This is an optimization exercise on Yosys and OpenROAD, whose aim is small area, a short achievable clock period and few clock cycles per item, not a production implementation. Function was checked by simulation only, so behaviour that the tests miss may differ from the original.

## congestion_window_controller
module congestion_window_controller (
  input  wire logic                 clk,
  input  wire logic                 rst_n,
  input  wire logic                 in_tvalid,
  output logic                      in_tready,
  input  wire logic [63:0]          in_tdata,    
  output logic                      out_tvalid,
  input  wire logic                 out_tready,
  output logic      [15:0]          out_tdata,   
  output logic      [1:0]           out_tuser,   
  input  wire logic                 cfg_valid,
  output logic                      cfg_ready,
  input  wire logic [CFG_IDX_W-1:0] cfg_index,
  input  wire logic [REG_W-1:0]     cfg_data
);
==> flow/config.mk <==
export PLATFORM = sky130hd
export DESIGN_NAME = congestion_window_controller
export DESIGN_NICKNAME = congestion_window_controller
export VERILOG_FILES = /design/flow/design.v
export SDC_FILE = /design/flow/constraint.sdc
export NUM_CORES = 4
export LEC_CHECK = 0
export CAP_MARGIN = 20
export CORE_MARGIN = 2
export CORE_UTILIZATION = 40
export CTS_BUF_LIST = sky130_fd_sc_hd__clkbuf_4 sky130_fd_sc_hd__clkbuf_8
export CTS_CLUSTER_SIZE = 20
export SETUP_SLACK_MARGIN = 2.75
export SLEW_MARGIN = 20
==> flow/constraint.sdc <==
create_clock -name core_clock -period 6.0 [get_ports {clk}]
set_input_delay 1.2000 -clock core_clock [delete_from_list [all_inputs] [get_ports {clk}]]
set_output_delay 1.2000 -clock core_clock [all_outputs]
set_load 0.01 [all_outputs]
standard.sh (not shown) runs the stock make flow with config.mk's settings and CLKGATE_MAP_FILE= SYNTH_SCRIPT=/design/flow/synth_recipe.tcl, a recipe that flattens the netlist after the stock synthesis.
==> flow/flow/run.sh <==
#!/bin/bash
# The standard layout (the standard.sh, unchanged synthesis and steps), with the ports
# buffered by a plain buffer (sky130_fd_sc_hd__buf_2) instead of the delay cell buffer_ports
# picks by itself. Every tool's output goes to standard.log here; ORFS's own step logs are under
# orfs/logs/.
set -euo pipefail
export BUFFER_PORTS_ARGS="-buffer_cell sky130_fd_sc_hd__buf_2"
bash standard.sh > standard.log 2>&1
Testbench counts at the start, summed over its fixed seeds: cycles 76,194, items 9,378.
Change:
- SETUP_SLACK_MARGIN: 2.75 -> 2.5
Non-clock buffer count goes down by 71.
Worst setup slack gets worse by 0.16 ns.
First-iteration DRC count decreases by 6.3%.
Cell area came out lower by 7.3%.
Cell count fell by about 2.2%.
Change:
- CTS_BUF_LIST: sky130_fd_sc_hd__clkbuf_4 sky130_fd_sc_hd__clkbuf_8 -> unset
- CTS_CLUSTER_SIZE: 20 -> unset
- SETUP_SLACK_MARGIN: 2.5 -> 2.0
After rerunning:
- setup slack loses 0.41 ns
- sequential cell count stays the same
- via count shrinks by 2.0%
Change:
- SETUP_SLACK_MARGIN: 2.0 -> 3.0
What happened:
- The new run completed with no timing, DRC or antenna violations
- synthesized cell count is unchanged
- worst setup slack improved by 0.69 ns
- first-iteration DRC count is higher by a quarter to a third
- synthesized area does not change
- wire length rose by about a fifth
- via count climbs by roughly a tenth
- die area stays the same
- design area is higher by a quarter to a third
Change:
- SETUP_SLACK_MARGIN: 3.0 -> 2.5
Effect: The changed run completed with no timing, DRC or antenna violations; setup slack degrades by 0.27 ns; routed wire length came out lower by about a fifth; via count came out lower by a little under a tenth; non-clock buffer count came out lower by 228; count of clock-buffer cells in the layout came out lower by 1.
Change:
- SETUP_SLACK_MARGIN: 2.5 -> 2.75
Effect:
- final area rose by 5.9%
- synthesized area does not change
- maximum frequency increases by 6.3%
- global-route usage went up by 0.57 points
- count of clock-buffer cells in the layout rose by 1
- hold slack improved by 0.0039 ns
- wire length rose by 3.0%
- non-clock buffer count climbs by 55
- worst setup slack gains 0.20 ns

---

== 04-16 ==
Another version of the RTL of congestion_window_controller (not shown whole).
Size in the first run: ~2300 cells after synthesis, roughly 210 flip-flops, about 110 I/O pins, about 18000 um^2 of cells after synthesis.
clock: 6.0 ns
lec_check: 0
cap_margin: 20
core_margin: 2
core_utilization: 40
setup_slack_margin: 3.0
slew_margin: 20
run.sh (not shown) runs the stock make flow with config.mk's settings and CLKGATE_MAP_FILE= SYNTH_SCRIPT=/design/flow/synth_recipe.tcl, a recipe that flattens the netlist after the stock synthesis.
Stock flow here: none of the scripts above is used.
Testbench counts of 04-16, summed over its fixed seeds: cycles 75,373, items 9,378.
Modified inputs, 06-11 compared to 04-16
diff --git a/flow/config.mk b/flow/config.mk
--- a/flow/config.mk
+++ b/flow/config.mk
@@ -11 +11 @@
-export SETUP_SLACK_MARGIN = 3.0
+export SETUP_SLACK_MARGIN = 2.5
[summary]
06-11 finished every stage and its layout cleared the timing, design-rule and antenna checks.
Compared 06-11 vs 04-16, and path length in cells of the critical path is down in 06-11.
In 06-11 the logic depth of the worst register-to-register path turned out 1 lower than in 04-16.
06-11: layout overhead on the synthesized area is 6.0 points lower than what 04-16 reported.

## what the ideal ports hide
How much do the figures lean on ideal ports? The routed layouts below were timed once more, with nothing changed but the port constraints.
Step 1 assumes that a clkbuf_16 drives the clock port and a buf_2 every other input.
Step 2 adds t to the input delays and takes it off the output delays; t is the mean of the earliest and latest rising clock arrival at the registers after step 1. Input paths then give back, and output paths get back, about the clock's delay inside the block.
a / b / c = ideal ports / drivers / drivers and shift; a / b = the first two.
run | shift t [ns] | slack for setup (ns) | clock arrival spread, ns
the first run of note 1 | 0.659 | 2.677 / 2.677 / 2.330 | 0.038 / 0.037
the second run of note 1 | 0.683 | 2.516 / 2.516 / 2.204 | 0.041 / 0.041
the third run of note 1 | 0.622 | 2.105 / 2.105 / 2.067 | 0.038 / 0.038
the fourth run of note 1 | 0.633 | 2.799 / 2.799 / 2.382 | 0.023 / 0.023
the fifth run of note 1 | 0.625 | 2.530 / 2.495 / 2.258 | 0.037 / 0.037
the sixth run of note 1 | 0.615 | 2.735 / 2.735 / 2.355 | 0.014 / 0.014
04-16 | 0.601 | 2.345 / 2.345 / 2.345 | 0.027 / 0.026
06-11 | 0.603 | 2.460 / 2.460 / 2.128 | 0.023 / 0.023
After both steps setup and hold are still met in every run listed. For the fourth run of note 1, which loses most, drivers alone change the setup slack by 0.000 ns; drivers and shift together by -0.417 ns.
